This is an optimization exercise on Yosys and OpenROAD, whose aim is small area, a short achievable clock period and few clock cycles per item, not a production implementation. Only simulation tests tie the RTL to the original design; equivalence was not proved. Power is estimated from default activity; no workload was simulated.

==> design/flow/design.v <==
`timescale 1ns/1ps
package router_pkg;
  localparam int flit_w = 32;
  localparam int coord_w = 2;
  localparam int num_ports = 5;
  localparam int port_n = 0;
  localparam int port_e = 1;
  localparam int port_w = 2;
  localparam int port_s = 3;
  localparam int port_l = 4;
  typedef logic [flit_w-1:0] flit_t;
  typedef logic [num_ports-1:0] port_vec_t;
  localparam int num_stages = 2;
  localparam logic [num_stages*num_ports-1:0] stage_members = {
    5'b11101,    
    5'b00010     
  };
  function automatic [num_ports-1:0] xy_route(input [flit_w-1:0] f, input [coord_w-1:0] cur_x,
                                              input [coord_w-1:0] cur_y);
    xy_route = '0;
    if (f[27:26] > cur_x) xy_route[port_e] = 1'b1;
    else if (f[27:26] < cur_x) xy_route[port_w] = 1'b1;
    else if (f[29:28] > cur_y) xy_route[port_s] = 1'b1;
    else if (f[29:28] < cur_y) xy_route[port_n] = 1'b1;
    else xy_route[port_l] = 1'b1;
  endfunction
endpackage
`timescale 1ns/1ps
module router_fifo (
  input  logic [router_pkg::num_ports:0]                           sel,    
  input  logic [router_pkg::num_ports-1:0][router_pkg::flit_w-1:0] rx_data,
  input  router_pkg::flit_t                                        held,
  output router_pkg::flit_t                                        next
);
  router_pkg::flit_t lo_n;
  router_pkg::flit_t hi_n;
  flit_aoi3 i_lo (
    .sel  (sel[2:0]),
    .a    (rx_data[0]),
    .b    (rx_data[1]),
    .c    (rx_data[2]),
    .y_n  (lo_n)
  );
  flit_aoi3 i_hi (
    .sel  (sel[5:3]),
    .a    (rx_data[3]),
    .b    (rx_data[4]),
    .c    (held),
    .y_n  (hi_n)
  );
  assign next = ~(lo_n & hi_n);
endmodule
module flit_aoi3 (
  input  logic [2:0]        sel,
  input  router_pkg::flit_t a,
  input  router_pkg::flit_t b,
  input  router_pkg::flit_t c,
  output router_pkg::flit_t y_n
);
  assign y_n = ~(({router_pkg::flit_w{sel[0]}} & a) |
                 ({router_pkg::flit_w{sel[1]}} & b) |
                 ({router_pkg::flit_w{sel[2]}} & c));
endmodule
`timescale 1ns/1ps
module route_compute #(
  parameter int cur_x = 0,
  parameter int cur_y = 0
) (
  input  router_pkg::flit_t     flit,
  output router_pkg::port_vec_t route
);
  assign route = router_pkg::xy_route(flit, router_pkg::coord_w'(cur_x), router_pkg::coord_w'(cur_y));
endmodule
`timescale 1ns/1ps
module input_port (
  input  logic [router_pkg::num_stages-1:0] take_now,   
  input  router_pkg::port_vec_t             take_on,    
  input  router_pkg::port_vec_t             tx_dcts,
  output logic                              rx_dcts
);
  assign rx_dcts = (take_now != '0) || ((take_on & tx_dcts) != '0);
endmodule
`timescale 1ns/1ps
module output_arbiter #(
  parameter int cur_x = 0,
  parameter int cur_y = 0,
  parameter router_pkg::port_vec_t members = '1
) (
  input  logic                  clk,
  input  logic                  rst,
  input  logic [router_pkg::num_ports-1:0][router_pkg::flit_w-1:0] rx_data,
  input  router_pkg::port_vec_t rx_rts,
  input  router_pkg::port_vec_t in_pkt,     
  output router_pkg::port_vec_t owner,      
  output router_pkg::port_vec_t take_now,   
  output logic [router_pkg::num_ports-1:0][router_pkg::num_ports-1:0] take_on,   
  output router_pkg::flit_t     tx_data,    
  output router_pkg::port_vec_t tx_rts,     
  input  router_pkg::port_vec_t tx_dcts
);
  localparam int np = router_pkg::num_ports;
  localparam bit one_output = ((members & (members - 1'b1)) == '0);
  router_pkg::port_vec_t own;        
  logic                  busy;
  logic                  first;      
  logic                  rts;        
  router_pkg::port_vec_t dest_q;     
  router_pkg::port_vec_t dest;
  router_pkg::port_vec_t req;
  router_pkg::port_vec_t sel;
  router_pkg::port_vec_t head_route;
  router_pkg::flit_t     sel_flit;
  router_pkg::flit_t     own_flit;   
  logic                  ready;
  logic                  load;
  logic                  free;
  logic                  tail;
  router_pkg::port_vec_t after;
  router_pkg::port_vec_t req_hi;
  router_pkg::port_vec_t pick;
  route_compute #(
    .cur_x (cur_x),
    .cur_y (cur_y)
  ) i_route_compute (
    .flit  (own_flit),
    .route (head_route)
  );
  always_comb begin
    for (int i = 0; i < np; i++) begin
      req[i] = rx_rts[i] && !in_pkt[i] &&
               ((router_pkg::xy_route(rx_data[i], router_pkg::coord_w'(cur_x),
                                      router_pkg::coord_w'(cur_y)) & members) != '0);
    end
  end
  assign dest = one_output ? members : (dest_q & members);
  assign owner = own;
  assign busy = (own != '0);
  assign tx_rts = rts ? dest : '0;
  assign ready = !rts || ((dest & tx_dcts) != '0);
  assign take_now = rts ? '0 : owner;
  always_comb begin
    for (int i = 0; i < np; i++) begin
      take_on[i] = (owner[i] && rts) ? dest : '0;
    end
  end
  assign load = ((owner & rx_rts) != '0) && ready;
  assign sel = ready ? own : '0;
  router_fifo i_flit_mux (
    .sel     ({!ready, sel}),
    .rx_data (rx_data),
    .held    (tx_data),
    .next    (sel_flit)
  );
  always_comb begin
    own_flit = '0;
    for (int i = 0; i < np; i++) begin
      own_flit[31:26] = own_flit[31:26] | ({6{own[i]}} & rx_data[i][31:26]);
    end
    tail = own_flit[31];
  end
  assign free = !busy || (load && tail);
  always_comb begin
    after[0] = 1'b0;
    for (int p = 1; p < np; p++) begin
      after[p] = after[p-1] | own[p-1];
    end
  end
  assign req_hi = req & after;
  always_comb begin : rotate
    logic seen_hi;
    logic seen;
    seen_hi = 1'b0;
    seen = 1'b0;
    for (int p = 0; p < np; p++) begin
      pick[p] = (req_hi[p] && !seen_hi) || (req[p] && !seen && req_hi == '0);
      seen_hi = seen_hi | req_hi[p];
      seen = seen | req[p];
    end
  end
  always_ff @(posedge clk) begin
    if (rst) begin
      first <= 1'b0;
      own   <= '0;
    end else begin
      if (load) begin
        first <= 1'b0;
      end
      if (free) begin
        own <= pick;
        if (req != '0) begin
          first <= 1'b1;
        end
      end
    end
  end
  if (!one_output) begin : g_dest
    always_ff @(posedge clk) begin
      if (load && first) begin
        dest_q <= head_route;
      end
    end
  end else begin : g_no_dest
    assign dest_q = members;
  end
  always_ff @(posedge clk) begin
    tx_data <= sel_flit;
  end
  always_ff @(posedge clk) begin
    if (rst) begin
      rts <= 1'b0;
    end else if (ready) begin
      rts <= load;
    end
  end
endmodule
`timescale 1ns/1ps
module noc_router #(
  parameter int cur_x = 0,
  parameter int cur_y = 0
) (
  input  logic                            clk,
  input  logic                            rst,
  input  logic [router_pkg::num_ports-1:0][router_pkg::flit_w-1:0] rx_data,
  input  logic [router_pkg::num_ports-1:0] rx_rts,
  output logic [router_pkg::num_ports-1:0] rx_dcts,
  output logic [router_pkg::num_ports-1:0][router_pkg::flit_w-1:0] tx_data,
  output logic [router_pkg::num_ports-1:0] tx_rts,
  input  logic [router_pkg::num_ports-1:0] tx_dcts
);
  localparam int np = router_pkg::num_ports;
  localparam int ns = router_pkg::num_stages;
  logic [ns-1:0][np-1:0] st_take_now;   
  logic [ns-1:0][np-1:0][np-1:0] st_take_on;   
  logic [ns-1:0][np-1:0] st_owner;      
  logic [ns-1:0][np-1:0] st_rts;        
  logic [ns-1:0][router_pkg::flit_w-1:0] st_data;
  logic [np-1:0]         in_pkt;        
  logic [np-1:0][ns-1:0] take_now;      
  logic [np-1:0][np-1:0] take_on;       
  always_comb begin : link
    in_pkt   = '0;
    for (int s = 0; s < ns; s++) begin
      in_pkt = in_pkt | st_owner[s];
      for (int i = 0; i < np; i++) begin
        take_now[i][s] = st_take_now[s][i];
      end
    end
    for (int o = 0; o < np; o++) begin
      tx_data[o] = '0;
      tx_rts[o]  = 1'b0;
      for (int i = 0; i < np; i++) begin
        take_on[i][o] = 1'b0;
      end
      for (int s = 0; s < ns; s++) begin
        if (router_pkg::stage_members[s*np + o]) begin
          tx_data[o] = st_data[s];
          tx_rts[o]  = st_rts[s][o];
          for (int i = 0; i < np; i++) begin
            take_on[i][o] = st_take_on[s][i][o];
          end
        end
      end
    end
  end
  for (genvar i = 0; i < np; i++) begin : g_dcts
    input_port i_input_port (
      .take_now (take_now[i]),
      .take_on  (take_on[i]),
      .tx_dcts  (tx_dcts),
      .rx_dcts  (rx_dcts[i])
    );
  end
  for (genvar s = 0; s < ns; s++) begin : g_stage
    output_arbiter #(
      .cur_x   (cur_x),
      .cur_y   (cur_y),
      .members (router_pkg::stage_members[s*np +: np])
    ) i_output_arbiter (
      .clk      (clk),
      .rst      (rst),
      .rx_data  (rx_data),
      .rx_rts   (rx_rts),
      .in_pkt   (in_pkt),
      .owner    (st_owner[s]),
      .take_now (st_take_now[s]),
      .take_on  (st_take_on[s]),
      .tx_data  (st_data[s]),
      .tx_rts   (st_rts[s]),
      .tx_dcts  (tx_dcts)
    );
  end
endmodule
`timescale 1ns/1ps
module router_top (
  input  logic         clk,
  input  logic         rst,
  input  logic [159:0] rx_data,
  input  logic [4:0]   rx_rts,
  output logic [4:0]   rx_dcts,
  output logic [159:0] tx_data,
  output logic [4:0]   tx_rts,
  input  logic [4:0]   tx_dcts
);
  noc_router #(
    .cur_x (1),
    .cur_y (1)
  ) i_noc_router (
    .clk     (clk),
    .rst     (rst),
    .rx_data (rx_data),
    .rx_rts  (rx_rts),
    .rx_dcts (rx_dcts),
    .tx_data (tx_data),
    .tx_rts  (tx_rts),
    .tx_dcts (tx_dcts)
  );
endmodule
==> design/flow/flow/run.sh <==
#!/bin/bash
# The standard layout, with two changes to how it is built:
# - the smallest buffer on every port (buffer_ports would otherwise pick
#   clkdlybuf4s50_1); repair_timing still resizes any port buffer on a path
#   that needs it;
# - clock tree synthesis with clkbuf_8 for the root and the tree, and no
#   dummy loads.
set -euo pipefail
export BUFFER_PORTS_ARGS="-buffer_cell sky130_fd_sc_hd__buf_1"
export CTS_ARGS="-sink_clustering_enable -repair_clock_nets -buf_list sky130_fd_sc_hd__clkbuf_8 -root_buf sky130_fd_sc_hd__clkbuf_8 -dont_use_dummy_load"
bash standard.sh > standard_flow.log 2>&1
==> design/flow/standard.sh <==
#!/bin/bash
# synth_recipe.tcl (not shown) runs the flow's synth.tcl, then flattens the netlist and writes it again
# the make line also repeats each setting of config.mk as NAME=value (left out here)
make -C /OpenROAD-flow-scripts/flow DESIGN_CONFIG=/design/flow/config.mk WORK_HOME=/design/flow/orfs CLKGATE_MAP_FILE= SYNTH_SCRIPT=/design/flow/synth_recipe.tcl "${@:-finish}"
==> design/flow/config.mk <==
export PLATFORM = sky130hd
export DESIGN_NAME = router_top
export DESIGN_NICKNAME = router_top
export VERILOG_FILES = /design/flow/design.v
export SDC_FILE = /design/flow/constraint.sdc
export NUM_CORES = 4
export LEC_CHECK = 0
export CAP_MARGIN = 20
export CORE_MARGIN = 2
export CORE_UTILIZATION = 30
export PLACE_DENSITY = 0.4
export SETUP_SLACK_MARGIN = 2.55
export SLEW_MARGIN = 20
export SYNTH_HIERARCHICAL = 1
==> design/flow/constraint.sdc <==
create_clock -name core_clock -period 5.0 [get_ports {clk}]
set_input_delay 1.0000 -clock core_clock [delete_from_list [all_inputs] [get_ports {clk}]]
set_output_delay 1.0000 -clock core_clock [all_outputs]
set_load 0.01 [all_outputs]
==> run summary, run 1 <==
The instance count along the most critical hold path came out at 2. The iteration-0 DRC count of the detailed router is 1,052. In this run the worst path has a maximum fanout of 6. The via density per instance came out at 5.97. The die covers 0.0202 sq mm. The later pin in the worst-skew pair is clocked with a latency of 380 ps.

The number of input and output port buffers inserted came out at 341. Across all register-to-register paths, the minimum setup slack is 2760 ps. The post-route core utilization came out at 35.9%.

The vertical extent of the die is 142 um. The type of element launching the critical path is an input port. The wire length of the first global-routing pass came out at 35,700 um. Derived from the worst setup path, the maximum achievable clock frequency is 0.391 GHz.

The number of buffers inserted during clock tree synthesis is 9. CTS saw 81 sinks. For this run, the number of Yosys warnings is 10. The number of failing hold endpoints at the final stage came to 0. The ratio of final minimum period to clock period came out at 51.1%.

The largest clock skew in the final design came out at 22.6 ps. Before antenna repair, the detailed router went through 10 iterations. The run finished with no timing, DRC or antenna violations.

For this run, the total global-route usage over all layers was measured as 23.3%. Once the floorplan was initialized, standard cells occupied 30.6% of the core. The average size of a mapped cell came out at 9.23 sq um. The post-place instance area came out at 0.00623 sq mm.

The total wire length after detailed routing is 25,400 um. The number of core rows came out at 50. The maximum number of pins on one net before global-route repair is 31. The synthesized netlist net count came out at 792. The met3 layer wire length in the routed design came out at 2220 um. The tree is rooted in a sky130_fd_sc_hd__clkbuf_8.

At the worst endpoint, the required time is 4000 ps. The total congestion overflow came out at 0. The finished cells cover 0.00671 sq mm. The static power due to leakage came out at 2.55 nW. The data arrival time of the critical path came out at 1560 ps. The normalized max-slew margin came out at 45.0%. For this block, the via count after detailed routing is 6,469. The worst-margin pin slew is 825 ps. The worst vdd rail ir drop came out at 128 uV. The total area of multi-input combinational cells is 0.00297 sq mm.

The setup total negative slack came out at 0 ps. The endpoint identified for the worst register-to-register timing path is i_noc_router.g_stage[1].i_output_arbiter.tx_data[18]. The final net count is 1,023. The floorplan step set the die width to 142 um. The startpoint identified for the worst register-to-register timing path is i_noc_router.g_stage[1].i_output_arbiter.dest_q[3]. The number of antenna violations at the first check in global routing came out at 0. In this run the worst hold path is classified as reg2reg. Detailed placement finished with a half-perimeter wire length of 18,200 um. The routed length per instance came out at 23.5 um. The count of max-cap constraint violations is 0. The number of antenna diodes in the final layout is 0.

The relative area change from synthesis to final layout is 17.3%. The top-level I/O count came out at 342. Setup repair after global routing could not meet its margin everywhere.

The number of global-route vias before repair came to 6,015. The final weighted congestion of routability-driven global placement is 0.839. In this run the deepest clock path goes through 2 buffers. The count of final max-slew check failures is 0. The worst hold path terminates at i_noc_router.g_stage[0].i_output_arbiter.tx_data[24]. The power density normalized to cell area came out at 412 mW/mm^2. The startpoint identified for the worst hold timing path is i_noc_router.g_stage[0].i_output_arbiter.tx_data[24].

The depth of the worst register-to-register path came out at 8. By startpoint and endpoint, the worst setup path is classified as in2out. After clock tree synthesis, the clock-pin slew on the worst setup and hold paths is 70 ps. After detailed routing, the met2 layer carries 12,600 um of wire.

STA classifies the critical path endpoint as a primary output. The number of H-tree levels is 3. The layout cell share with drive strength beyond 1 came out at 11.8%. The area occupied by registers came out at 0.00168 sq mm. The number of routed nets with antenna violations came out at 0.

TritonCTS built the clock tree. The top routing layer in use is met4. The routed metal-1 wirelength is 10000 um. The number of inserted filler cells in the final layout came out at 2,064. The number of standard cells after synthesis came out at 620. The core area is 0.0187 sq mm. The total standard cell area after synthesis came out at 0.00572 sq mm.

For this run, design rule violations remaining after detail routing come to 0. The setup violation total in the final timing report came out at 0. Hold repair after CTS inserted 0 buffers. The minimum clock period came out at 2560 ps.
[cell usage in the layout, fill, tap and decap left out, types with 10 or more instances in the layout]
master	instances
sky130_fd_sc_hd__nand3b_1	10
sky130_fd_sc_hd__nand2_1	82
sky130_fd_sc_hd__a222oi_1	137
sky130_fd_sc_hd__and3_1	18
sky130_fd_sc_hd__buf_4	18
sky130_fd_sc_hd__nor2b_1	13
sky130_fd_sc_hd__buf_1	331
sky130_fd_sc_hd__and2_1	10
sky130_fd_sc_hd__dfxtp_1	69
[critical path, stage by stage]
cell,delay (ps)
sky130_fd_sc_hd__buf_12,110
sky130_fd_sc_hd__a211oi_2,200
sky130_fd_sc_hd__nand3_1,90
sky130_fd_sc_hd__buf_2,150
[sequential cells by signal (all words and copies together) (netlist names)]
signal                                         flops
i_noc_router.g_stage.i_output_arbiter.dest_q       4
i_noc_router.g_stage.i_output_arbiter.tx_data     64
i_noc_router.g_stage.i_output_arbiter.first        1
i_noc_router.g_stage.i_output_arbiter.rts          2
i_noc_router.g_stage.i_output_arbiter.own         10
[metrics by stage]
stage / hold slack [ps] / total power, mW / setup slack [ps] / instances
finish: 472 / 2.77 / 2440 / 1083
detailed placement: 459 / 2.32 / 1710 / 1058
global route: 497 / 2.95 / 2400 / 1083
global placement: 455 / 2.32 / 1720 / 1058
CTS: 477 / 2.76 / 2410 / 1070
floorplan: 445 / 2.07 / 2560 / 620
[layer usage]
metal	vias up	GRT usage [%]
li1	2905	-
met1	3109	28.6
met2	415	39.9
met3	40	4.71
met4	0	9.37
met5	-	0
[worst max path at each step]
| stage | depth (start not counted) | slack (ps) | startpoint | endpoint |
|---|---|---|---|---|
| 6_report | 4 | 2440 | tx_dcts[1] | rx_dcts[2] |
| 5_1_grt | 4 | 2400 | i_noc_router.g_stage[1].i_output_arbiter.dest_q[0] | rx_dcts[1] |
| 4_1_cts | 4 | 2410 | tx_dcts[1] | rx_dcts[0] |
| 3_5_place_dp | 7 | 1710 | tx_dcts[0] | i_noc_router.g_stage[1].i_output_arbiter.tx_data[30] |
| 3_3_place_gp | 7 | 1720 | tx_dcts[0] | i_noc_router.g_stage[1].i_output_arbiter.tx_data[9] |
| 2_1_floorplan | 6 | 2560 | tx_dcts[0] | i_noc_router.g_stage[1].i_output_arbiter.tx_data[10] |
[power by group]
part	switching (mW)	leakage [nW]	internal, mW
Clock	0.241	0.0647	0.162
Combinational	0.785	1.81	0.500
Sequential	0.235	0.673	0.844
Total	1.26	2.55	1.51
[layout make-up]
class                      count  share of cell area (%)
tap                          234                    4.36
clock buffer                   9                    1.85
sequential                    81                    25.0
timing repair buffer         368                    24.1
multi-input combinational    386                    44.3
inverter                       5                   0.336
[timing repair]
action | 4_1_cts | 5_1_grt
pin swaps | 19 | 18
gates cloned | 0 | 1
resized for setup | 53 | 18
endpoints found under the setup margin | 74 | 49
setup buffers | 3 | 12
Testbench counts, summed over its fixed seeds: cycles 6,593, flits 10,803.
==> run 2: changes to the inputs <==
--- a/design/flow/config.mk
+++ b/design/flow/config.mk
@@ -9,6 +9,6 @@
 export CORE_MARGIN = 2
 export CORE_UTILIZATION = 30
 export PLACE_DENSITY = 0.4
-export SETUP_SLACK_MARGIN = 2.55
+export SETUP_SLACK_MARGIN = 2.35
 export SLEW_MARGIN = 20
 export SYNTH_HIERARCHICAL = 1
==> run summary, run 2 <==
The flow ran to the end and the layout has no timing, DRC or antenna violations. The core area is 0.0187 sq mm. The number of input and output port buffers inserted is 341.

The top fanout value on the critical path is 6. The total standard cell area after synthesis came out at 0.00572 sq mm. The finished cells cover 0.00644 sq mm. In this run the critical register-to-register path is captured at i_noc_router.g_stage[0].i_output_arbiter.tx_data[25].

The post-place setup slack came out at 1710 ps. For the worst setup path, the data required time is 4000 ps. For this run, the number of standard cells in the final layout without fillers is 1,068. The Yosys step of the flow raised 10 warnings. The maximum clock rate is 0.384 GHz. TritonCTS built the clock tree. The die covers 0.0202 sq mm. The switching share of total power came out at 45.9%. Relative to the synthesized area, the layout overhead comes to 12.6%. The number of H-tree levels is 3. STA classifies the critical path startpoint as an input port. The library cell used most frequently in the layout, excluding fill and tap cells, is sky130_fd_sc_hd__buf_1.

The overall via count from detail_route is 6,381. The static power due to leakage came out at 2.43 nW. The antenna diode instance count is 0. The number of nets in the synthesized netlist is 792. The post-route core utilization came out at 34.4%. The ratio of final minimum period to clock period is 52.1%.

The worst hold path belongs to the class reg2reg. The largest registers in the layout are i_noc_router.g_stage.i_output_arbiter.tx_data: 64 flops, i_noc_router.g_stage.i_output_arbiter.own: 10 flops, i_noc_router.g_stage.i_output_arbiter.dest_q: 4 flops. For the pin with the worst max-slew slack, the measured transition is 821 ps.

The total wire length after detailed routing came out at 25,200 um. The number of global-route vias before repair came out at 5,974. The number of hold buffers added after cts came out at 0. The count of final max-slew check failures came out at 0. The post-route DRC violation count is 0. The worst path setup slack after routing is 2390 ps.

The routed length per instance came out at 23.6 um. For this design the ratio of total power to cell area is 423 mW/mm^2. The internal power summed over all cells is 1.47 mW. The number of inserted filler cells in the final layout is 2,075. Headroom to the max-slew limit came out at 45.3%. The top cell types in the final layout, fill and taps aside, are sky130_fd_sc_hd__buf_1, sky130_fd_sc_hd__a222oi_1, sky130_fd_sc_hd__nand2_1. The average size of a mapped cell came out at 9.23 sq um. The setup total negative slack came out at 0 ps. Counting I/O delays and the setup requirement, the final critical path takes 2610 ps. The endpoint type of the worst setup path is a primary output. The clock share of power is 14.8%. The depth of the worst register-to-register path came out at 5. The worst-case IR drop observed on VDD is 131 uV.

The number of standard cells after synthesis is 620. The number of core rows is 50. The post-place instance area came out at 0.00623 sq mm. The initial cell density of the core came out at 30.6%.

The largest clock skew in the final design came out at 25.0 ps. The number of failing hold endpoints at the final stage is 0. The maximum clock path buffer count came out at 2. The setup violation total in the final timing report is 0. The total clock sinks is 81. The worst setup path is of the in2out kind. The combinational power share is 45.7%.

The register clock-pin slew on the reported worst setup and hold paths is 80 ps. The number of routed nets with antenna violations came out at 0. The final-layout worst hold slack is 473 ps.

Clock tree synthesis selected as its root buffer the cell sky130_fd_sc_hd__clkbuf_8. The startpoint of the most critical hold path is i_noc_router.g_stage[0].i_output_arbiter.tx_data[31]. For this design the total switching power over the nets is 1.25 mW. The register with the most flip-flops in the layout has 64 of them. In the final layout, the share of cells above drive strength 1 is 7.67%. The number of placed instances with taps included is 1,058. The vertical extent of the die came out at 142 um. Setup repair after global routing could not meet its margin everywhere. The instance count along the most critical hold path is 2.

In this run the critical register-to-register path is launched from i_noc_router.g_stage[0].i_output_arbiter.rts. The number of antenna violations at the first check in global routing came to 0. The first TritonRoute pass finished after 10 iterations. The wire length of the first global-routing pass is 35,600 um. Global routing finished with a remaining overflow of 0.

The latest clock arrival within the worst-skew pair is 390 ps. Routability-driven placement finished with a final weighted congestion of 0.839. The sequential group share of total power is 39.5%. The all-layer global routing usage is 23.2%.

After legalization and detailed placement, the total HPWL measured 18,200 um. Clock tree synthesis inserted a total of 9 buffers. The final net count is 1,008. In the routed layout, each cell is associated on average with a via count of 5.97. The maximum number of pins on one net before global-route repair is 31. The first routing iteration left 1,135 violations. The worst hold path terminates at i_noc_router.g_stage[0].i_output_arbiter.tx_data[31]. The top-level I/O count came out at 342.

The largest register by flop count is i_noc_router.g_stage.i_output_arbiter.tx_data. The data arrival time of the critical path is 1610 ps. The setup slack of the most critical reg-to-reg path is 2730 ps. The tool flagged a number of max-cap violations equal to 0. The horizontal die dimension came out at 142 um. Overall power consumption after layout is estimated at 2.72 mW.
## run 2: cell types whose count changed in the layout (fill, tap and decap cells not counted), sizes merged
cell and change:
buf -18, clkbuf +4, and2 -1
## run 2: cell type report
class	count	area [sq um]	area share (%)
clock buffers	9	124	1.92
inverters	5	22.5	0.350
multi-input cells	385	2910	45.1
flip-flops and latches	81	1670	26.0
well taps	234	293	4.54
repair buffers	354	1420	22.1
## run 2: critical path: stages
cell	delay, ps
sky130_fd_sc_hd__clkbuf_2	130
sky130_fd_sc_hd__a22oi_1	190
sky130_fd_sc_hd__nand3_1	130
sky130_fd_sc_hd__buf_1	150
## run 2: power by group through the flow
stage / combinational (mW) / clock, mW / sequential (mW)
finish: 1.25 / 0.403 / 1.08
global route: 1.36 / 0.450 / 1.10
floorplan: 1.00 / 0 / 1.07
CTS: 1.24 / 0.424 / 1.07
global placement: 1.24 / 0 / 1.08
detailed placement: 1.23 / 0 / 1.09
## run 2: worst max path at each step
stage,from,to,slack [ps],depth (start not counted)
2_1_floorplan,tx_dcts[0],i_noc_router.g_stage[1].i_output_arbiter.tx_data[10],2560,6
3_3_place_gp,tx_dcts[0],i_noc_router.g_stage[1].i_output_arbiter.tx_data[9],1720,7
3_5_place_dp,tx_dcts[0],i_noc_router.g_stage[1].i_output_arbiter.tx_data[30],1710,7
4_1_cts,tx_dcts[0],i_noc_router.g_stage[1].i_output_arbiter.first,2350,7
5_1_grt,tx_dcts[2],rx_dcts[4],2340,4
6_report,tx_dcts[2],rx_dcts[4],2390,4
## run 2: what timing repair did
| action | CTS | global route |
|---|---|---|
| setup buffers | 0 | 1 |
| pin swaps | 0 | 6 |
| hold endpoints to repair | 0 | 0 |
| resized for setup | 17 | 18 |
| endpoints found under the setup margin | 38 | 38 |
## run 2: routing by layer
metal | part of all wire (%) | vias up | global-route usage [%]
li1 | - | 2875 | -
met1 | 39 | 3070 | 28.7
met2 | 49 | 394 | 39.4
met3 | 9.1 | 42 | 4.71
met4 | 2.6 | 0 | 9.37
met5 | 0 | - | 0
==> run 3: changes to the inputs <==
--- a/design/flow/config.mk
+++ b/design/flow/config.mk
@@ -9,6 +9,6 @@
 export CORE_MARGIN = 2
 export CORE_UTILIZATION = 30
 export PLACE_DENSITY = 0.4
-export SETUP_SLACK_MARGIN = 2.35
+export SETUP_SLACK_MARGIN = 2.2
 export SLEW_MARGIN = 20
 export SYNTH_HIERARCHICAL = 1
==> run summary, run 3 <==
The maximum clock path buffer count came out at 2. The vertical extent of the die is 142 um. The path type of the worst min-delay path is reg2reg. The number of standard cells after synthesis came out at 620. The antenna diode instance count is 0. Together, buffers and inverters on the worst path number 2. The worst vdd rail ir drop came out at 128 uV. The power dissipated by switching net loads came out at 1.25 mW.

The relative area change from synthesis to final layout came out at 11.8%. The setup slack of the most critical reg-to-reg path is 2650 ps. The worst register-to-register path begins at i_noc_router.g_stage[1].i_output_arbiter.dest_q[0]. The endpoint type of the worst setup path is a primary output. Pin placement for this block handled 342 I/O pins. The clock share of power came out at 14.9%. Adding up every negative setup slack in the final design gives 0 ps. The run finished with no timing, DRC or antenna violations. The number of flip-flops under the largest register name came out at 64. The top fanout value on the critical path is 6. The post-route core utilization is 34.2%. The largest registers in the layout are i_noc_router.g_stage.i_output_arbiter.tx_data: 64 flops, i_noc_router.g_stage.i_output_arbiter.own: 10 flops, i_noc_router.g_stage.i_output_arbiter.dest_q: 4 flops. The type of element launching the critical path is an input port.

Data arrives at the worst endpoint at 1660 ps. The depth of the worst register-to-register path is 7. The die area is 0.0202 sq mm. The capture point of the worst reg-to-reg path is i_noc_router.g_stage[1].i_output_arbiter.tx_data[9]. The final route contains 6,438 vias. The worst-margin pin slew came out at 845 ps. The post-route DRC violation count came out at 0.

Averaged over all synthesized cells, the footprint is 9.23 sq um. The ratio of final minimum period to clock period is 53.2%. The synthesized netlist net count came out at 792. The iteration-0 DRC count of the detailed router is 1,075. The number of hold buffers added after cts is 0. The detailed placement HPWL is 18,200 um.

Port buffering added 341 buffers. The wire length of the first global-routing pass is 35,600 um. The via density per instance is 6.02. In the final routed layout, each cell accounts on average for 23.6 um. The largest register by flop count is i_noc_router.g_stage.i_output_arbiter.tx_data. Grouping stages by cell kind, the critical path spends the most delay in buffers and inverters. Entering global routing, the biggest net connects 31 pins. The number of global-route vias before repair came out at 5,976. The normalized max-slew margin came out at 43.7%. CTS saw 81 sinks. The die is 142 um wide. The largest clock skew in the final design is 23.0 ps. In this design, the stage delay of the slowest critical-path cell is 230 ps. Buffers inserted during clock tree synthesis total 9. The core area came out at 0.0187 sq mm. The sequential group share of total power is 39.6%. Wires add up to 25,200 um. The cell with the largest stage delay on the worst path is sky130_fd_sc_hd__buf_1. Setup violations remaining at the end of the flow were counted as 0. The maximum clock rate is 0.376 GHz. The count of yosys warnings during synthesis came out at 10. The path with the worst hold slack has its endpoint at i_noc_router.g_stage[0].i_output_arbiter.tx_data[24]. Setup repair after global routing could not meet its margin everywhere. The combinational power share came out at 45.6%. The tree is rooted in a sky130_fd_sc_hd__clkbuf_8. By startpoint and endpoint, the worst setup path is classified as in2out. The first-pass detailed-route iteration total is 10. The startpoint of the most critical hold path is i_noc_router.g_stage[0].i_output_arbiter.tx_data[24]. The number of failing hold endpoints at the final stage came out at 0. The count of max-cap constraint violations is 0. The most frequent cell on the critical path is sky130_fd_sc_hd__buf_1. The register clock-pin slew on the reported worst setup and hold paths is 70 ps. The number of antenna violations at the first check in global routing is 0. The number of core rows came out at 50. Leaving out fill and tap cells, the most frequent cell in the layout is sky130_fd_sc_hd__buf_1. The layout cell share with drive strength beyond 1 came out at 7.07%. The static power due to leakage came out at 2.40 nW.

The switching share of total power came out at 46.0%. The initial cell density of the core is 30.6%. The final weighted congestion of routability-driven global placement is 0.839. TritonCTS built the clock tree.

The critical path goes through buf_1 > a22oi_1 > nand3_1 > buf_1. Leaving out fill and tap cells, the most frequent cells in the layout are sky130_fd_sc_hd__buf_1, sky130_fd_sc_hd__a222oi_1, sky130_fd_sc_hd__nand2_1. The number of routed nets with antenna violations is 0. The all-layer global routing usage is 23.2%. The final net count is 1,009. The internal power summed over all cells came out at 1.47 mW. After global routing the overflow that remains totals 0. The required time of the critical path is 4000 ps. The count of final max-slew check failures is 0. The clock tree synthesis step divided the H-tree into 3 levels.

The later pin in the worst-skew pair is clocked with a latency of 380 ps. Power spread over the standard cell area amounts to 425 mW/mm^2. The minimum clock period came out at 2660 ps. The worst hold path was traced through 2 stages. After synthesis the cells add up to 0.00572 sq mm.
-- run 3: how the worst max path moves through the flow --
stage	startpoint	slack, ps	cells after the start	end
6_report	tx_dcts[3]	2340	4	rx_dcts[0]
4_1_cts	i_noc_router.g_stage[1].i_output_arbiter.own[2]	2210	4	rx_dcts[2]
2_1_floorplan	tx_dcts[0]	2560	6	i_noc_router.g_stage[1].i_output_arbiter.tx_data[10]
3_5_place_dp	tx_dcts[0]	1710	7	i_noc_router.g_stage[1].i_output_arbiter.tx_data[30]
5_1_grt	tx_dcts[0]	2190	8	i_noc_router.g_stage[1].i_output_arbiter.tx_data[31]
3_3_place_gp	tx_dcts[0]	1720	7	i_noc_router.g_stage[1].i_output_arbiter.tx_data[9]
-- run 3: tightest hold or removal path, stage by stage (launching register included) --
cell                       delay, ps
sky130_fd_sc_hd__dfxtp_1         330
sky130_fd_sc_hd__a222oi_1         60
sky130_fd_sc_hd__nand2_1          50
-- run 3: power by group through the flow --
stage	combinational [mW]	clock [mW]	sequential, mW
2_1_floorplan	1.00	0	1.07
3_3_place_gp	1.24	0	1.08
3_5_place_dp	1.23	0	1.09
4_1_cts	1.24	0.424	1.07
5_1_grt	1.35	0.450	1.10
6_report	1.24	0.404	1.07
-- run 3: routing by layer --
layer	vias to the layer above	global-route usage [%]	part of all wire [%]
met5	-	0	0
met4	0	9.37	2.8
met3	50	4.71	8.7
met2	408	39.4	49
met1	3097	28.8	40
li1	2883	-	-
-- run 3: stage by stage --
| stage | std cells | cell area (sq um) | hold WS (ps) | total power, mW | setup WS, ps |
|---|---|---|---|---|---|
| floorplan | 620 | 5720 | 445 | 2.07 | 2560 |
| global placement | 1058 | 6230 | 455 | 2.32 | 1720 |
| detailed placement | 1058 | 6230 | 459 | 2.32 | 1710 |
| CTS | 1067 | 6360 | 477 | 2.74 | 2210 |
| global route | 1069 | 6390 | 497 | 2.90 | 2190 |
| finish | 1069 | 6390 | 472 | 2.72 | 2340 |
-- run 3: repair_timing --
item	CTS	global route
endpoints found under the setup margin	37	38
setup buffers	0	2
pin swaps	0	1
resized for setup	6	10
endpoints found under the hold margin	0	0
-- run 3: layout make-up --
type / instances / area (sq um)
Fill cell: 2078 / 12300
Multi-Input combinational cell: 385 / 2900
Sequential cell: 81 / 1670
Timing Repair Buffer: 355 / 1390
Tap cell: 234 / 293
Clock buffer: 9 / 124
Inverter: 5 / 22.5
==> run 4: changes to the inputs <==
--- a/design/flow/config.mk
+++ b/design/flow/config.mk
@@ -7,8 +7,8 @@
 export LEC_CHECK = 0
 export CAP_MARGIN = 20
 export CORE_MARGIN = 2
-export CORE_UTILIZATION = 30
-export PLACE_DENSITY = 0.4
-export SETUP_SLACK_MARGIN = 2.2
+export CORE_UTILIZATION = 45
+export PLACE_DENSITY = 0.55
+export SETUP_SLACK_MARGIN = 2.35
 export SLEW_MARGIN = 20
 export SYNTH_HIERARCHICAL = 1
==> run summary, run 4 <==
The number of core rows is 41. The worst register-to-register path has a depth of 6. Global routing used 29.6% of the available tracks across all layers.

The final net count is 1,009. The endpoint type of the worst setup path is a primary output. The number of antenna violations at the first check in global routing came out at 0. The startpoint of the most critical hold path is i_noc_router.g_stage[0].i_output_arbiter.tx_data[2].

The worst pin sits at a relative slew slack of 47.8%. At the end of routability-driven placement, the weighted congestion stood at 0.953. For the pin with the worst max-slew slack, the measured transition is 783 ps. The register with the most flip-flops in the layout has 64 of them. The initial cell density of the core is 45.7%. Entering global routing, the biggest net connects 33 pins.

The overall via count from detail_route came out at 6,355. The number of routed nets with antenna violations is 0. i_noc_router.g_stage.i_output_arbiter.tx_data holds more flip-flops than any other register. The maximum clock rate is 0.383 GHz. The worst path meets setup with 2390 ps of slack. Global routing consumed, on the met3 layer, 6.49% of the routing resources. The number of hold buffers added after cts came out at 0.

Leaving out fill and tap cells, the most frequent cell in the layout is sky130_fd_sc_hd__buf_1. The top-level I/O count came out at 342. The maximum clock path buffer count came out at 2. The total standard cell area after synthesis came out at 0.00572 sq mm.

The relative area change from synthesis to final layout is 10.7%. From left edge to right edge, the die measures 117 um. In the layout the commonest cells are sky130_fd_sc_hd__buf_1, sky130_fd_sc_hd__a222oi_1, sky130_fd_sc_hd__nand2_1.

The setup slack of the most critical reg-to-reg path came out at 2680 ps. TritonCTS built the clock tree. The maximum single-stage delay on the critical path came out at 210 ps.

The via density per instance is 6.31. The required time of the critical path came out at 4000 ps. The critical path class is in2out. The capture point of the worst reg-to-reg path is i_noc_router.g_stage[1].i_output_arbiter.tx_data[29]. The count of final max-slew check failures was 0. The detailed placement HPWL came out at 15,300 um.

The largest individual stage delay along the critical path comes from the cell sky130_fd_sc_hd__a211oi_2. The total clock sinks came out at 81. The instance count along the most critical hold path came out at 2. The worst setup path is launched from an input port.

Across the run, the number of max-cap violations was 0. The setup violation total in the final timing report came out at 0. The met2 track demand over resource is 49.1%. The worst vdd rail ir drop came out at 165 uV. The number of nets handed over by synthesis was 792. The largest registers in the layout are i_noc_router.g_stage.i_output_arbiter.tx_data: 64 flops, i_noc_router.g_stage.i_output_arbiter.own: 10 flops, i_noc_router.g_stage.i_output_arbiter.dest_q: 4 flops.

At the worst endpoint, the arrival time is 1610 ps. The H-tree was split into 3 levels. The layout cell share with drive strength beyond 1 came out at 7.54%. During synthesis, Yosys emitted a total of 10 warnings.

For this run, the detailed router's first-pass iteration total came to 12. Synthesis produced 620 cells. The vertical extent of the die is 117 um. The top fanout value on the critical path came out at 6.

The core area is 0.0125 sq mm. The post-place setup slack came out at 1800 ps. Among cell families on the critical path, the largest total delay comes from buffers and inverters. For the worst-skew pair, the clock arrives at the later sink with an insertion delay of 370 ps. In the final timing run, aggregate negative setup slack is 0 ps. For this run, design rule violations remaining after detail routing come to 0. Global routing finished with a remaining overflow of 0. The signal on the critical path passes through buf_4 > a211oi_2 > nand3_1 > buf_1. The largest clock skew in the final design came out at 27.8 ps. Summed over all cells, the static leakage comes to 2.42 nW.

The number of input and output port buffers inserted is 341. The flow ran to the end and the layout has no timing, DRC or antenna violations. Clock tree synthesis selected as its root buffer the cell sky130_fd_sc_hd__clkbuf_8. met2 is the most crowded layer. The number of failing hold endpoints at the final stage came to 0. For hold timing, the worst endpoint is i_noc_router.g_stage[0].i_output_arbiter.tx_data[2]. The final critical path takes up 52.2% of the cycle. The area occupied by registers is 0.00167 sq mm. The number of global-route vias before repair is 5,869. The critical path buffer and inverter count is 2. The source of the worst register-to-register timing path is i_noc_router.g_stage[1].i_output_arbiter.dest_q[0]. The layout has 1,262 filler cells. The total area of multi-input combinational cells is 0.00290 sq mm. The routed length per instance is 21.8 um. Setup repair after global routing could not meet its margin everywhere. The antenna diode instance count came out at 0. The minimum clock period came out at 2610 ps. In the global route stage, met1 resource usage came out at 37.5%.

The final layout contains routed wiring with a total length of 21,900 um. The min-delay analysis places its worst path in the category reg2reg. The floorplan step defined a die boundary enclosing 0.0136 sq mm. The average size of a mapped cell came out at 9.23 sq um. The register clock-pin slew on the reported worst setup and hold paths came out at 80 ps.

Buffers inserted during clock tree synthesis total 9. The iteration-0 DRC count of the detailed router is 1,366. The final-layout worst hold slack is 470 ps.

The first global-routing pass estimated 31,200 um of wire. Dividing total power by cell area gives a power density of 422 mW/mm^2.
-- run 4: repair_timing --
action                                  CTS  global route
resized for setup                         8            14
pin swaps                                 0             4
setup buffers                             0             2
endpoints found under the setup margin   23            37
-- run 4: cell type report --
cell class / instances / area share [%]
timing repair buffer: 355 / 22.0
multi-input combinational: 385 / 45.9
inverter: 5 / 0.356
clock buffer: 9 / 1.96
sequential: 81 / 26.4
tap: 172 / 3.40
-- run 4: worst min-delay path, stage by stage (launching register included) --
cell,delay (ps)
sky130_fd_sc_hd__dfxtp_1,330
sky130_fd_sc_hd__a222oi_1,60
sky130_fd_sc_hd__nand2_1,50
-- run 4: power by group --
group	switching [mW]	total, mW	leakage [nW]	internal [mW]
logic	0.758	1.22	1.68	0.462
clock network	0.222	0.383	0.0647	0.161
registers	0.223	1.07	0.672	0.843
total	1.20	2.67	2.42	1.47
-- run 4: worst max-delay path by stage --
stage / endpoint / startpoint / depth (start not counted)
after floorplan: i_noc_router.g_stage[1].i_output_arbiter.tx_data[10] / tx_dcts[0] / 6
after global placement: i_noc_router.g_stage[1].i_output_arbiter.tx_data[12] / tx_dcts[0] / 7
after detailed placement: i_noc_router.g_stage[1].i_output_arbiter.tx_data[29] / tx_dcts[0] / 7
after CTS: i_noc_router.g_stage[1].i_output_arbiter.tx_data[29] / tx_dcts[0] / 7
after global routing: rx_dcts[2] / tx_dcts[3] / 4
final: rx_dcts[1] / tx_dcts[1] / 4
-- run 4: stage by stage --
step                      power, mW  instance area (sq um)  util [%]  std cells
after floorplan                2.07                   5720         -        620
after global placement         2.27                   6150      49.2        996
after detailed placement       2.28                   6150      49.2        996
after CTS                      2.67                   6290      50.2       1005
after global routing           2.85                   6330      50.6       1007
final                          2.67                   6330      50.6       1007
-- run 4: routing by layer --
| metal | vias up | share of wire [%] |
|---|---|---|
| li1 | 2873 | - |
| met1 | 2950 | 39 |
| met2 | 494 | 48 |
| met3 | 38 | 11 |
| met4 | 0 | 2.1 |
| met5 | - | 0 |
==> run 5: changes to the inputs <==
--- a/design/flow/config.mk
+++ b/design/flow/config.mk
@@ -9,6 +9,6 @@
 export CORE_MARGIN = 2
 export CORE_UTILIZATION = 45
 export PLACE_DENSITY = 0.55
-export SETUP_SLACK_MARGIN = 2.35
+export SETUP_SLACK_MARGIN = 2.45
 export SLEW_MARGIN = 20
 export SYNTH_HIERARCHICAL = 1
==> run summary, run 5 <==
The first routing iteration left 1,341 violations. TritonCTS created 9 clock buffers. Setup repair after global routing could not meet its margin everywhere. Broken down by cell family, the worst path's largest delay share belongs to buffers and inverters. The die covers 0.0136 sq mm.

The largest registers in the layout are i_noc_router.g_stage.i_output_arbiter.tx_data: 64 flops, i_noc_router.g_stage.i_output_arbiter.own: 10 flops, i_noc_router.g_stage.i_output_arbiter.dest_q: 4 flops. The run finished with no timing, DRC or antenna violations. Hold is met by 470 ps.

Leaving out fill and tap cells, the most frequent cells in the layout are sky130_fd_sc_hd__buf_1, sky130_fd_sc_hd__a222oi_1, sky130_fd_sc_hd__nand2_1. The routed length per instance is 21.8 um. More flip-flops sit in one register than any other, and that register is i_noc_router.g_stage.i_output_arbiter.tx_data. The count of yosys warnings during synthesis is 10. The final net count is 1,011. The post-route DRC violation count came out at 0. The total wire length after detailed routing is 22,000 um.

The antenna diode instance count is 0. The largest individual stage delay along the critical path comes from the cell sky130_fd_sc_hd__a22oi_2. The cell that appears most often on the critical path is sky130_fd_sc_hd__buf_2. The top-level I/O count is 342. The depth of the worst register-to-register path is 6.

The post-place setup slack is 1800 ps. The maximum clock path buffer count came out at 2. Using the TritonRoute via totals, the vias-per-cell ratio works out to 6.37.

The mapped netlist covers 0.00572 sq mm. The register clock-pin slew on the reported worst setup and hold paths is 80 ps. The worst vdd rail ir drop is 164 uV. The first-pass detailed-route iteration total is 12. The maximum clock rate is 0.388 GHz. The number of routed nets with antenna violations came out at 0. The number of flip-flops under the largest register name is 64. At the later pin of the worst-skew pair, clock insertion delay measures 370 ps. The number of core rows came out at 41. Entering global routing, the biggest net connects 33 pins. The setup total negative slack came out at 0 ps. The ratio of final minimum period to clock period is 51.5%. Global routing finished with a remaining overflow of 0. The layout cell share with drive strength beyond 1 came out at 9.20%. The area of all placed cells without fillers is 0.00643 sq mm. The minimum clock period came out at 2580 ps. The post-place instance area came out at 0.00615 sq mm. The number of hold buffers added after cts is 0.

The average size of a mapped cell came out at 9.23 sq um. The maximum single-stage delay on the critical path came out at 160 ps. In this run the number of H-tree levels came out at 3.

The number of global-route vias before repair came out at 5,927. Setup violations remaining at the end of the flow were counted as 0. The required time of the critical path is 4000 ps. The post-layout instance count excluding filler cells is 1,009. The count of max-cap constraint violations came out at 0. The worst path setup slack after routing is 2420 ps. The leading cell type in the layout, fill and taps excluded is sky130_fd_sc_hd__buf_1.

The number of failing hold endpoints at the final stage is 0. The power density normalized to cell area is 417 mW/mm^2. The wire length of the first global-routing pass is 31,400 um.

Traced cell by cell, the critical path runs through buf_2 > a22oi_2 > nand3_1 > buf_2. Input and output buffers added on the ports amount to 341. Between clock sinks in the finished design, the worst skew comes to 27.7 ps. The data arrival time of the critical path came out at 1580 ps. The wire-length estimate of the detail-placed layout is 15,300 um. The path with the worst hold slack has its endpoint at i_noc_router.g_stage[0].i_output_arbiter.tx_data[27].

The analysis attributes to cell leakage a power of 2.45 nW. The total clock sinks is 81. The critical path buffer and inverter count is 2. The capture point of the worst reg-to-reg path is i_noc_router.g_stage[1].i_output_arbiter.tx_data[28]. The path type of the worst min-delay path is reg2reg. Counting instances, the worst hold path has a depth of 2. Compared with the post-synthesis result, the final layout area differs by 12.4%. The top fanout value on the critical path is 6. The worst setup path is of the in2out kind.

The core area came out at 0.0125 sq mm. The synthesized netlist net count came out at 792. In this run the tightest slew margin relative to its limit is 47.4%.

The number of antenna violations at the first check in global routing was 0. In this run, placement finished with an instance count of 996. The all-layer global routing usage came out at 29.8%. The most critical setup path has its startpoint at tx_dcts[2]. The startpoint of the most critical hold path is i_noc_router.g_stage[0].i_output_arbiter.tx_data[27].

The final weighted congestion of routability-driven global placement came out at 0.953. The vertical extent of the die came out at 117 um. The worst setup path is captured at a primary output. The source of the worst register-to-register timing path is i_noc_router.g_stage[1].i_output_arbiter.dest_q[0]. The routed layout has 6,423 vias. The setup slack of the most critical reg-to-reg path came out at 2800 ps.

For the pin with the worst max-slew slack, the measured transition is 788 ps. TritonCTS built the clock tree. The horizontal die dimension is 117 um. The tree is rooted in a sky130_fd_sc_hd__clkbuf_8. The initial cell density of the core came out at 45.7%. The number of standard cells after synthesis is 620.

The worst setup path is launched from an input port. The count of final max-slew check failures is 0.
-- run 5: repair_timing --
item / 4_1_cts / 5_1_grt
pin swaps: 5 / 8
cloned: 0 / 0
setup buffers: 2 / 2
setup endpoints to repair: 37 / 9
resized for setup: 28 / 17
-- run 5: per-stage QoR --
stage                     total power, mW  utilization, %
final                                2.68            51.4
after floorplan                      2.07               -
after global placement               2.27            49.2
after detailed placement             2.28            49.2
after global routing                 2.86            51.4
after CTS                            2.67            50.8
-- run 5: layer usage --
metal  global-route usage (%)  part of all wire (%)  up-vias
li1                         -                     -     2872
met1                     37.7                    39     3023
met2                     49.7                    49      491
met3                     6.49                    11       37
met4                     11.7                   2.1        0
met5                        0                     0        -
-- run 5: how the worst max path moves through the flow --
stage                                                           end  depth (start not counted)
2_1_floorplan  i_noc_router.g_stage[1].i_output_arbiter.tx_data[10]                          6
5_1_grt                                                  rx_dcts[4]                          4
3_3_place_gp   i_noc_router.g_stage[1].i_output_arbiter.tx_data[12]                          7
4_1_cts                                                  rx_dcts[1]                          4
6_report                                                 rx_dcts[1]                          4
3_5_place_dp   i_noc_router.g_stage[1].i_output_arbiter.tx_data[29]                          7
-- run 5: layout make-up --
class	count	area, sq um
timing repair buffer	357	1440
tap	172	215
multi-input combinational	385	2950
fill	1263	6080
inverter	5	22.5
clock buffer	9	124
sequential	81	1680
-- run 5: power breakdown --
group / internal (mW) / total (mW) / switching (mW) / leakage, nW
Clock: 0.161 / 0.382 / 0.221 / 0.0647
Combinational: 0.471 / 1.23 / 0.762 / 1.72
Sequential: 0.844 / 1.07 / 0.223 / 0.673
-- run 5: worst register-to-register path, cell delays in order, from the launching register on --
cell and delay (ps):
sky130_fd_sc_hd__edfxtp_1 490, sky130_fd_sc_hd__a222oi_1 430, sky130_fd_sc_hd__nand3_2 200, sky130_fd_sc_hd__and2_1 210, sky130_fd_sc_hd__buf_4 270, sky130_fd_sc_hd__a222oi_1 390, sky130_fd_sc_hd__nand2_1 80
==> run 6: changes to the inputs <==
==> design/flow/config.mk (replaced) <==
export PLATFORM = sky130hd
export DESIGN_NAME = router_top
export DESIGN_NICKNAME = router_top
export VERILOG_FILES = /design/flow/design.v
export SDC_FILE = /design/flow/constraint.sdc
export NUM_CORES = 4
export LEC_CHECK = 0
export CAP_MARGIN = 5
export CORE_MARGIN = 2
export CORE_UTILIZATION = 45
export PLACE_DENSITY = 0.55
export SETUP_SLACK_MARGIN = 2.35
export SLEW_MARGIN = 5
export SYNTH_HIERARCHICAL = 1
==> run summary, run 6 <==
The largest registers in the layout are i_noc_router.g_stage.i_output_arbiter.tx_data: 64 flops, i_noc_router.g_stage.i_output_arbiter.own: 10 flops, i_noc_router.g_stage.i_output_arbiter.dest_q: 4 flops. The power density normalized to cell area is 422 mW/mm^2. The post-layout instance count excluding filler cells is 1,007. The iteration-0 DRC count of the detailed router is 1,366. The core area is 0.0125 sq mm.

After routing the design area is 0.00633 sq mm. The vertical extent of the die is 117 um. The worst register-to-register path begins at i_noc_router.g_stage[1].i_output_arbiter.dest_q[0]. The final net count came out at 1,009. The total wire length after detailed routing is 21,900 um. The total standard cell area after synthesis came out at 0.00572 sq mm. The total clock sinks came out at 81. Timing would allow up to 0.383 GHz.

The H-tree was split into 3 levels. The detailed placement HPWL is 15,300 um. After detailed routing, the number of remaining DRC violations is 0. The data arrival time of the critical path came out at 1610 ps. The number of global-route vias before repair came to 5,869. The number of failing hold endpoints at the final stage came out at 0. The register clock-pin slew on the reported worst setup and hold paths came out at 80 ps.

The tightest min-delay check is of the reg2reg type. The number of clock buffers added by TritonCTS is 9. The top fanout value on the critical path is 6. The setup violation total in the final timing report is 0. Setup repair after global routing could not meet its margin everywhere. The tool flagged a number of max-cap violations equal to 0. The largest clock skew in the final design came out at 27.8 ps. From synthesis to final layout, the design area changed by 10.7%. The count of yosys warnings during synthesis is 10. The family of cells with the greatest summed delay on the critical path is buffers and inverters.

The total congestion overflow is 0. The number of nets handed over by synthesis was 792. In the final layout, the share of cells above drive strength 1 is 7.54%. In the routed layout, each cell is associated on average with a via count of 6.31. The antenna diode instance count is 0. The worst-margin pin slew is 783 ps.

The wire length of the first global-routing pass came out at 31,200 um. The ratio of final minimum period to clock period is 52.2%. The number of antenna violations at the first check in global routing is 0. The register with the most flip-flops in the layout has 64 of them.

The initial cell density of the core came out at 45.7%. Dividing the detail-routed wire length by the instance count gives 21.8 um. The normalized max-slew margin is 47.8%. The average size of a mapped cell came out at 9.23 sq um. The post-place setup slack is 1800 ps. Walking the worst path, the cells encountered are buf_4 > a211oi_2 > nand3_1 > buf_1.

Summed over all cells, the static leakage comes to 2.42 nW. Input and output buffers added on the ports amount to 341. The horizontal die dimension is 117 um. The overall via count from detail_route is 6,355. The post-place instance area came out at 0.00615 sq mm. Leaving out fill and tap cells, the most frequent cells in the layout are sky130_fd_sc_hd__buf_1, sky130_fd_sc_hd__a222oi_1, sky130_fd_sc_hd__nand2_1. The top-level I/O count is 342.

The number of routed nets with antenna violations is 0. The run finished with no timing, DRC or antenna violations. The maximum single-stage delay on the critical path is 210 ps. The largest register by flop count is i_noc_router.g_stage.i_output_arbiter.tx_data. Leaving out fill and tap cells, the most frequent cell in the layout is sky130_fd_sc_hd__buf_1. The largest individual stage delay along the critical path comes from the cell sky130_fd_sc_hd__a211oi_2. The total design power is 2.67 mW.

The congestion estimate from routability-driven global placement came to 0.953. The number of placed instances with taps included came out at 996. The count of final max-slew check failures is 0. In this run the most critical hold path is launched from i_noc_router.g_stage[0].i_output_arbiter.tx_data[2]. The number of core rows came out at 41. The library cell used as clock root buffer is sky130_fd_sc_hd__clkbuf_8.

The minimum clock period is 2610 ps. The worst vdd rail ir drop is 165 uV. The critical path starts at tx_dcts[1].

Entering global routing, the biggest net connects 33 pins. The TritonCTS clock tree is built. The first-pass detailed-route iteration total is 12. The required time of the critical path is 4000 ps. STA classifies the critical path startpoint as an input port. The number of inserted filler cells in the final layout is 1,262. The worst setup path is captured at a primary output. The all-layer global routing usage came out at 29.6%. The maximum clock path buffer count is 2. The die area is 0.0136 sq mm. The critical path buffer and inverter count is 2. The critical path class is in2out. The number of standard cells after synthesis came out at 620. Once routing completed, OpenROAD measured the worst setup slack at 2390 ps. The setup total negative slack came out at 0 ps. For the worst-skew pair, the clock arrives at the later sink with an insertion delay of 370 ps.
run 6: cell types whose count changed in the layout (fill, tap and decap cells not counted), moves of 2 or more:
cell / previous run / this run
sky130_fd_sc_hd__buf_1: 333 / 335
sky130_fd_sc_hd__a22oi_1: 9 / 16
sky130_fd_sc_hd__dfxtp_1: 68 / 71
sky130_fd_sc_hd__a211oi_2: 3 / 5
sky130_fd_sc_hd__a22oi_2: 9 / 2
sky130_fd_sc_hd__clkbuf_2: 1 / 4
sky130_fd_sc_hd__buf_2: 4 / 1
sky130_fd_sc_hd__dfxtp_2: 8 / 6
sky130_fd_sc_hd__a211oi_4: 2 / 0
run 6: path summary, 6_finish.rpt:
kind / endpoint / slack (ps) / cells after the start
worst max-delay path: rx_dcts[1] / 2390 / 4
worst min-delay path: i_noc_router.g_stage[0].i_output_arbiter.tx_data[2] / 470 / 2
worst max register to register: i_noc_router.g_stage[1].i_output_arbiter.tx_data[29] / 2680 / 6
worst min register to register: i_noc_router.g_stage[0].i_output_arbiter.tx_data[2] / 470 / 2
run 6: metal layers:
layer	part of all wire (%)	vias up	global-route usage, %	wire length, um
met4	2.1	0	11.7	470
met2	48	494	49.1	10400
met1	39	2950	37.5	8590
met3	11	38	6.49	2410
li1	-	2873	-	-
met5	0	-	0	0
run 6: power by group:
part           total, mW  switching [mW]  internal (mW)  leakage, nW
Clock              0.383           0.222          0.161       0.0647
Sequential          1.07           0.223          0.843        0.672
Combinational       1.22           0.758          0.462         1.68
Total               2.67            1.20           1.47         2.42
run 6: area by class of cell:
class	count	area, sq um	share of cell area [%]
Timing Repair Buffer	355	1400	22.0
Tap cell	172	215	3.40
Inverter	5	22.5	0.356
Multi-Input combinational cell	385	2900	45.9
Sequential cell	81	1670	26.4
Clock buffer	9	124	1.96
run 6: what timing repair did:
| action | in CTS | in global routing |
|---|---|---|
| pin swaps | 0 | 4 |
| setup buffers | 0 | 2 |
| hold buffers | 0 | 0 |
| setup endpoints to repair | 23 | 37 |
| gates resized for setup | 8 | 14 |
run 6: worst min-delay path: cells and delay by family (launching register included):
kind | cells | cell delay [ps]
compound gates | 1 | 60
flops | 1 | 330
simple gates | 1 | 50
run 6: through the flow:
stage | hold WS [ps] | utilization, %
6_report | 470 | 50.6
5_1_grt | 496 | 50.6
3_5_place_dp | 453 | 49.2
2_1_floorplan | 445 | -
3_3_place_gp | 456 | 49.2
4_1_cts | 471 | 50.2
==> run 7: changes to the inputs <==
==> design/flow/flow/run.sh (replaced) <==
#!/bin/bash
# The standard layout, with two changes to how it is built:
# - the smallest buffer on every port (buffer_ports would otherwise pick
#   clkdlybuf4s50_1); repair_timing still resizes any port buffer on a path
#   that needs it;
# - clock tree synthesis with clkbuf_8 for the root, clkbuf_4 or clkbuf_8 in the tree, and no
#   dummy loads.
set -euo pipefail
export BUFFER_PORTS_ARGS="-buffer_cell sky130_fd_sc_hd__buf_1"
export CTS_ARGS='-sink_clustering_enable -repair_clock_nets -buf_list {sky130_fd_sc_hd__clkbuf_4 sky130_fd_sc_hd__clkbuf_8} -root_buf sky130_fd_sc_hd__clkbuf_8 -dont_use_dummy_load'
bash standard.sh > standard_flow.log 2>&1
--- a/design/flow/config.mk
+++ b/design/flow/config.mk
@@ -5,10 +5,10 @@
 export SDC_FILE = /design/flow/constraint.sdc
 export NUM_CORES = 4
 export LEC_CHECK = 0
-export CAP_MARGIN = 5
+export CAP_MARGIN = 20
 export CORE_MARGIN = 2
 export CORE_UTILIZATION = 45
 export PLACE_DENSITY = 0.55
 export SETUP_SLACK_MARGIN = 2.35
-export SLEW_MARGIN = 5
+export SLEW_MARGIN = 20
 export SYNTH_HIERARCHICAL = 1
==> run summary, run 7 <==
The run finished with no timing, DRC or antenna violations. The setup violation total in the final timing report came out at 0. The ratio of final minimum period to clock period came out at 52.2%.

Summing all multi-input logic gate instances after layout gives 0.00290 sq mm. The number of input and output port buffers inserted is 341. The minimum clock period is 2610 ps. The number of inserted filler cells in the final layout is 1,262. The routed length per instance came out at 21.8 um. In this run the worst hold path is classified as reg2reg. The total congestion overflow is 0. The repair_antennas step left the layout with diodes totalling 0. The tree is rooted in a sky130_fd_sc_hd__clkbuf_8. The total standard cell area after synthesis came out at 0.00572 sq mm. The number of H-tree levels came out at 3.

The number of routed nets with antenna violations came out at 0. The maximum clock rate came out at 0.383 GHz. The floorplan step set the die height to 117 um. Entering global routing, the biggest net connects 33 pins. Leaving out fill and tap cells, the most frequent cell in the layout is sky130_fd_sc_hd__buf_1. The setup total negative slack is 0 ps. Setup repair after global routing could not meet its margin everywhere. The power density normalized to cell area is 422 mW/mm^2.

The via density per instance came out at 6.31. The top cell types in the final layout, fill and taps aside, are sky130_fd_sc_hd__buf_1, sky130_fd_sc_hd__a222oi_1, sky130_fd_sc_hd__nand2_1. i_noc_router.g_stage.i_output_arbiter.tx_data holds more flip-flops than any other register.

The post-route DRC violation count came out at 0. The iteration-0 DRC count of the detailed router came out at 1,366. STA classifies the critical path endpoint as a primary output. The core area is 0.0125 sq mm. The area growth from synthesis to layout is 10.7%. The top fanout value on the critical path came out at 6. The largest clock skew in the final design is 27.8 ps. The TritonCTS clock tree is built. Data on the critical path arrives at its endpoint at 1610 ps. The count of final max-slew check failures came out at 0. On the critical path the largest part of the delay comes from buffers and inverters.

The static power due to leakage came out at 2.42 nW. For the worst setup path, the data required time is 4000 ps. The average instance in the mapped netlist occupies 9.23 sq um. The wire length of the first global-routing pass came out at 31,200 um. The maximum single-stage delay on the critical path is 210 ps. After detailed routing, the total wire length is 21,900 um.

The critical path class is in2out. The initial cell density of the core is 45.7%. Yosys printed 10 warnings.

The first detailed-routing pass took 12 iterations. The count of max-cap constraint violations is 0. The number of failing hold endpoints at the final stage came out at 0. The final net count is 1,009.

Counting every net in the synthesized netlist gives 792. The latest clock arrival within the worst-skew pair is 370 ps. The number of antenna violations at the first check in global routing is 0. The maximum clock path buffer count came out at 2. The number of global-route vias before repair is 5,869. Walking the worst path, the cells encountered are buf_4 > a211oi_2 > nand3_1 > buf_1. The critical path buffer and inverter count is 2.

VDD sags by at most 165 uV. The number of flip-flops under the largest register name is 64. The horizontal die dimension came out at 117 um. The worst setup path is launched from an input port. The die area came out at 0.0136 sq mm. In the final layout, the registers with the most flip-flops are i_noc_router.g_stage.i_output_arbiter.tx_data: 64 flops, i_noc_router.g_stage.i_output_arbiter.own: 10 flops, i_noc_router.g_stage.i_output_arbiter.dest_q: 4 flops. The detailed placement HPWL came out at 15,300 um. The area occupied by registers came out at 0.00167 sq mm. The total clock sinks is 81. The final weighted congestion of routability-driven global placement is 0.953.

The number of core rows came out at 41. The post-layout instance count excluding filler cells came out at 1,007. The normalized max-slew margin is 47.8%. The slowest stage of the critical path is the sky130_fd_sc_hd__a211oi_2 cell. The number of hold buffers added after cts is 0. The layout cell share with drive strength beyond 1 is 7.54%. The number of clock buffers added by TritonCTS is 9. After clock tree synthesis, the clock-pin slew on the worst setup and hold paths is 80 ps.

The overall via count from detail_route came out at 6,355. The worst-margin pin slew is 783 ps. Synthesis produced 620 cells. In this run, placement finished with an instance count of 996. The top-level I/O count is 342. The all-layer global routing usage is 29.6%.
==> run 7: path summary, 6_finish.rpt <==
kind	start	to	slack (ps)	cells past startpoint
setup reg to reg	i_noc_router.g_stage[1].i_output_arbiter.dest_q[0]	i_noc_router.g_stage[1].i_output_arbiter.tx_data[29]	2680	6
hold reg to reg	i_noc_router.g_stage[0].i_output_arbiter.tx_data[2]	i_noc_router.g_stage[0].i_output_arbiter.tx_data[2]	470	2
setup / recovery	tx_dcts[1]	rx_dcts[1]	2390	4
hold / removal	i_noc_router.g_stage[0].i_output_arbiter.tx_data[2]	i_noc_router.g_stage[0].i_output_arbiter.tx_data[2]	470	2
==> run 7: report_power, final <==
group,internal [mW],switching [mW],total (mW)
clock,0.161,0.222,0.383
sequential,0.843,0.223,1.07
combinational,0.462,0.758,1.22
total,1.47,1.20,2.67
==> run 7: stage by stage <==
step	setup WS (ps)	total power [mW]	hold WS (ps)	area (sq um)	utilization (%)
global placement	1890	2.27	456	6150	49.2
CTS	2320	2.67	471	6290	50.2
detailed placement	1800	2.28	453	6150	49.2
floorplan	2560	2.07	445	5720	-
global route	2340	2.85	496	6330	50.6
finish	2390	2.67	470	6330	50.6
==> run 7: worst min-delay path: stages, from the launching register on <==
cell,delay [ps]
sky130_fd_sc_hd__dfxtp_1,330
sky130_fd_sc_hd__a222oi_1,60
sky130_fd_sc_hd__nand2_1,50
==> run 7: metal layers <==
layer / global-route usage, % / up-vias / share of wire (%)
met5: 0 / - / 0
met4: 11.7 / 0 / 2.1
met3: 6.49 / 38 / 11
met2: 49.1 / 494 / 48
met1: 37.5 / 2950 / 39
li1: - / 2873 / -
==> run 7: final cells by class <==
cell class | count | area share (%)
multi-input combinational | 385 | 45.9
inverter | 5 | 0.356
sequential | 81 | 26.4
tap | 172 | 3.40
clock buffer | 9 | 1.96
timing repair buffer | 355 | 22.0
==> run 7: what timing repair did <==
item,4_1_cts,5_1_grt
setup buffers,0,2
setup endpoints to repair,23,37
pin swaps,0,4
resized for setup,8,14

separate check: timing with driven ports:
The results above use ideal ports. As a check the final layouts listed here were re-extracted and re-timed, cells and wires unchanged. Step 1, drivers: a clkbuf_16 drives clk and a buf_2 each remaining input, both assumed. Step 2 also shifts input and output timing later by t, the mid clock arrival at the registers, as if the neighbouring blocks saw the same clock. Slacks: ideal ports / drivers / drivers and shift; pairs: ideal ports / drivers.
run | shift t [ns] | setup slack, ns | hold slack, ns | clock arrival spread, ns | worst data-port slew with drivers (ns)
run 1 | 0.408 | 2.443 / 2.398 / 2.228 | 0.472 / 0.472 / 0.472 | 0.023 / 0.023 | 0.07
run 2 | 0.416 | 2.394 / 2.370 / 2.148 | 0.473 / 0.473 / 0.473 | 0.025 / 0.025 | 0.07
run 3 | 0.410 | 2.342 / 2.319 / 1.988 | 0.472 / 0.472 / 0.472 | 0.023 / 0.024 | 0.07
run 4 | 0.388 | 2.389 / 2.369 / 2.048 | 0.470 / 0.470 / 0.470 | 0.028 / 0.028 | 0.07
run 5 | 0.387 | 2.424 / 2.380 / 2.158 | 0.470 / 0.470 / 0.470 | 0.028 / 0.028 | 0.07
run 6 | 0.388 | 2.389 / 2.369 / 2.048 | 0.470 / 0.470 / 0.470 | 0.028 / 0.028 | 0.07
run 7 | 0.388 | 2.389 / 2.369 / 2.048 | 0.470 / 0.470 / 0.470 | 0.028 / 0.028 | 0.07
After both steps setup and hold are still met in every run listed. The setup slack of run 3, which loses most, moves by -0.023 ns with the drivers and by -0.354 ns with both steps.
